Source: an optimization exercise on an open RTL-to-GDS flow (aim: small area and a short achievable clock period). Production flows keep margins and buffers that such runs may drop.
Power is estimated from default activity; no workload was simulated.

Design cfgTop, start of the top module:
module cfgTop
(
  input  logic                    clk,
  input  logic                    rstN,
  input  logic                    psel,
  input  logic                    penable,
  input  logic                    pwrite,
  input  logic [8-1:0]  paddr,
  input  logic [16-1:0]                pwdata,
  output logic [16-1:0]                     prdata,
  output logic                         pready,
  output logic                         pslverr,
  output logic [10-1:0]         filtsUsed,
  output logic [27-1:0]         incrementConstant,
  output logic [27-1:0]         decayConstant,
  output logic [4-1:0]          gensUsed,
  output logic [4-1:0]          gensEn,
  output logic                         reportTags,
  output logic                         pReset,
  output logic                         sReset,
  output logic                         progValid,
  input  logic                    progReady,
  output logic [4-1:0]          progGenIdx,
  output logic [16-1:0]        progPeriod,
  output logic [16-1:0]        progTicks,
  output logic [11-1:0]           progTag,
  output logic [48-1:0]                         currentTime,
  output logic                         unitTick,
  output logic                         hbPulse
);
==> module cfgApbSlave, before the edit <==
module cfgApbSlave
(
  input  logic                       clk,
  input  logic                       rstN,
  input  logic                       psel,
  input  logic                       penable,
  input  logic                       pwrite,
  input  logic [8-1:0]     paddr,
  input  logic [16-1:0]      pwdata,
  output logic [16-1:0]      prdata,
  output logic                       pready,
  output logic                       pslverr,
  output logic [32-1:0][16-1:0] regBank,
  output logic                       chunkTake,
  output logic [16-1:0]      chunkData,
  input  logic                       progValid,
  input  logic                       progValidNext,
  output logic [16-1:0]        unitLenNext,
  output logic [48-1:0]        hbEveryNext
);
  localparam int IdxW = $clog2(32);
  localparam int BankW = 32 * 16;
  localparam logic [BankW-1:0] ResetVals =
      (BankW'(1)     << (1   * 16)) |
      (BankW'(10000) << (7    * 16)) |
      (BankW'(10000) << (11    * 16)) |
      (BankW'(1)     << (15 * 16)) |
      (BankW'(3)     << (16    * 16));
  logic            accState;    
  logic            nextAcc;
  logic            setup;
  logic            regHit;
  logic            progHit;
  logic            errHit;
  logic            rdEn;
  logic            wrQ;
  logic [IdxW-1:0] idxQ;
  logic [16-1:0] wdataQ;    
  logic            progWQ;
  logic            wrUnitQ;     
  logic [2:0]      wrHbQ;       
  assign regHit  = !paddr[7];
  assign progHit = paddr == 8'h80;
  assign errHit  = paddr[7] && (paddr[6:0] != '0);
  assign setup   = !accState && psel && !penable;
  assign nextAcc = accState ? !(!psel || pready) : (psel && !penable);
  assign rdEn    = setup && !pwrite && regHit;
  function automatic logic [32-1:0] wordSel(input logic [IdxW-1:0] idx);
    logic [3:0] lo;
    logic [7:0] hi;
    for (int j = 0; j < 4; j++) lo[j] = idx[1:0] == 2'(j);
    for (int j = 0; j < 8; j++) hi[j] = idx[4:2] == 3'(j);
    for (int i = 0; i < 32; i++) wordSel[i] = hi[i / 4] && lo[i % 4];
  endfunction
  logic [32-1:0]  rdSel;
  logic [16-1:0] rdData;
  always_comb begin
    rdSel  = wordSel(paddr[IdxW+1:2]);
    rdData = '0;
    for (int i = 0; i < 32; i++) begin
      rdData = rdData | ({16{rdSel[i]}} & regBank[i]);
    end
  end
  always_ff @(posedge clk or negedge rstN) begin
    if (!rstN) begin
      accState <= 1'b0;
      pready   <= 1'b0;
      pslverr  <= 1'b0;
      prdata   <= '0;
      wrQ      <= 1'b0;
      progWQ   <= 1'b0;
      wrUnitQ  <= 1'b0;
      wrHbQ    <= '0;
    end else begin
      accState <= nextAcc;
      pready   <= nextAcc && !(pwrite && progHit && progValidNext);
      pslverr  <= setup && errHit;
      prdata   <= rdData & {16{rdEn}};
      wrQ      <= setup && pwrite && regHit;
      progWQ   <= nextAcc && pwrite && progHit;
      wrUnitQ  <= setup && pwrite && regHit && (paddr[IdxW+1:2] == IdxW'(7));
      for (int k = 0; k < 3; k++) begin
        wrHbQ[k] <= setup && pwrite && regHit &&
                    (paddr[IdxW+1:2] == IdxW'(11 + k));
      end
    end
  end
  always_ff @(posedge clk) begin
    idxQ   <= paddr[IdxW+1:2];
    wdataQ <= pwdata;
  end
  assign chunkTake = progWQ && !progValid;
  assign chunkData = wdataQ;
  logic [32-1:0] wrSel;
  assign wrSel = wordSel(idxQ) & {32{wrQ}};
  assign unitLenNext = wrUnitQ ? wdataQ : regBank[7];
  for (genvar k = 0; k < 3; k++) begin : g_hb
    assign hbEveryNext[k*16 +: 16] =
        wrHbQ[k] ? wdataQ : regBank[11 + k];
  end
  localparam logic [BankW-1:0] AsyncMask =
      (BankW'(16'h03ff) << (0  * 16)) |
      (BankW'(27'h7ffffff) << (1 * 16)) |
      (BankW'(27'h7ffffff) << (3 * 16)) |
      (BankW'(16'h000f) << (5   * 16)) |
      (BankW'(16'h000f) << (6     * 16)) |
      (BankW'(16'h0001) << (15 * 16)) |
      (BankW'(16'h0003) << (16    * 16)) |
      ResetVals;
  logic [32-1:0][16-1:0] bankAsync;
  logic [32-1:0][16-1:0] bankSync;
  always_ff @(posedge clk or negedge rstN) begin
    if (!rstN) begin
      bankAsync <= ResetVals;
    end else begin
      for (int i = 0; i < 32; i++) begin
        if (wrSel[i]) bankAsync[i] <= wdataQ;
      end
    end
  end
  logic [32-1:0] holdQ;
  always_ff @(posedge clk or negedge rstN) begin
    if (!rstN) begin
      holdQ <= '0;
    end else begin
      holdQ <= ~(wordSel(paddr[IdxW+1:2]) & {32{setup && pwrite && regHit}});
    end
  end
  always_ff @(posedge clk) begin
    for (int i = 0; i < 32; i++) begin
      bankSync[i] <= ({16{wrSel[i]}} & wdataQ) |
                     ({16{holdQ[i]}} & bankSync[i]);
    end
  end
  assign regBank = (bankAsync & AsyncMask) | (bankSync & ~AsyncMask);
endmodule
clock: 6.0 ns
lec_check: 0
cap_margin: 20
core_margin: 2
core_utilization: 60
setup_slack_margin: 3.5
slew_margin: 20
standard.sh (not shown) runs the stock make flow with config.mk's settings and CLKGATE_MAP_FILE= SYNTH_SCRIPT=/design/flow/synth_recipe.tcl, a recipe that flattens the netlist after the stock synthesis.
==> flow/flow/run.sh <==
#!/bin/bash
# Standard layout, with plain buf_2 cells as the port buffers and a clock
# tree without dummy loads. Each tool's output goes to a log of its own here.
set -euo pipefail
export BUFFER_PORTS_ARGS="-buffer_cell sky130_fd_sc_hd__buf_2"
export CTS_ARGS="-sink_clustering_enable -repair_clock_nets -dont_use_dummy_load"
bash standard.sh synth > make_synth.log 2>&1
bash standard.sh > make_layout.log 2>&1
Next try:
--- a/flow/design.v
+++ b/flow/design.v
@@ -98,45 +98,19 @@
   assign unitLenNext = wrUnitQ ? wdataQ : regBank[7];
   for (genvar k = 0; k < 3; k++) begin : g_hb
     assign hbEveryNext[k*16 +: 16] =
         wrHbQ[k] ? wdataQ : regBank[11 + k];
   end
-  localparam logic [BankW-1:0] AsyncMask =
-      (BankW'(16'h03ff) << (0  * 16)) |
-      (BankW'(27'h7ffffff) << (1 * 16)) |
-      (BankW'(27'h7ffffff) << (3 * 16)) |
-      (BankW'(16'h000f) << (5   * 16)) |
-      (BankW'(16'h000f) << (6     * 16)) |
-      (BankW'(16'h0001) << (15 * 16)) |
-      (BankW'(16'h0003) << (16    * 16)) |
-      ResetVals;
-  logic [32-1:0][16-1:0] bankAsync;
-  logic [32-1:0][16-1:0] bankSync;
   always_ff @(posedge clk or negedge rstN) begin
     if (!rstN) begin
-      bankAsync <= ResetVals;
+      regBank <= ResetVals;
     end else begin
       for (int i = 0; i < 32; i++) begin
-        if (wrSel[i]) bankAsync[i] <= wdataQ;
+        if (wrSel[i]) regBank[i] <= wdataQ;
       end
     end
   end
-  logic [32-1:0] holdQ;
-  always_ff @(posedge clk or negedge rstN) begin
-    if (!rstN) begin
-      holdQ <= '0;
-    end else begin
-      holdQ <= ~(wordSel(paddr[IdxW+1:2]) & {32{setup && pwrite && regHit}});
-    end
-  end
-  always_ff @(posedge clk) begin
-    for (int i = 0; i < 32; i++) begin
-      bankSync[i] <= ({16{wrSel[i]}} & wdataQ) |
-                     ({16{holdQ[i]}} & bankSync[i]);
-    end
-  end
-  assign regBank = (bankAsync & AsyncMask) | (bankSync & ~AsyncMask);
 endmodule
 `default_nettype wire
 `timescale 1ns/1ps
 `default_nettype none
 module progDeserializer
Non-clock buffer count came out lower by 27.
Total power went down by 3.2%.
Global-route usage is lower by 5.4 points.
Worst setup slack gains 0.050 ns.
Synthesized cell count falls by about 2.5%.
Sequential share of layout area increases by 1.3 points.
Cell area increases by about 5%.
Area after synthesis rose by about 6%.
Die area rises by 5.8%.
Wire length falls by about 8%.
Clock-buffer cell count falls by 2.
Function was not checked in any run of this note: the RTL went through the layout flow alone.

afterwards: timing with drivers on the ports:
The flow's constraints put no driver on any port. The routed layouts listed below were extracted and timed again, unchanged, in two steps. Step 1: set_driving_cell puts a clkbuf_16 on clk and a buf_2 on each other input, an assumption about the parent block. Step 2 also shifts input and output timing later by t, the mid clock arrival at the registers, as if the neighbouring blocks saw the same clock. Slacks: ideal / step 1 / step 2; pairs: ideal / step 1.
| run | t (ns) | setup slack, ns | worst setup path at the end |
|---|---|---|---|
| the first run | 0.672 | 3.181 / 3.181 / 2.851 | input to register |
| the second run | 0.672 | 3.230 / 3.230 / 2.777 | input to register |
After both steps every run listed still meets setup and hold. The setup slack of the second run, which loses most, moves by 0.000 ns with the drivers and by -0.453 ns with both steps.
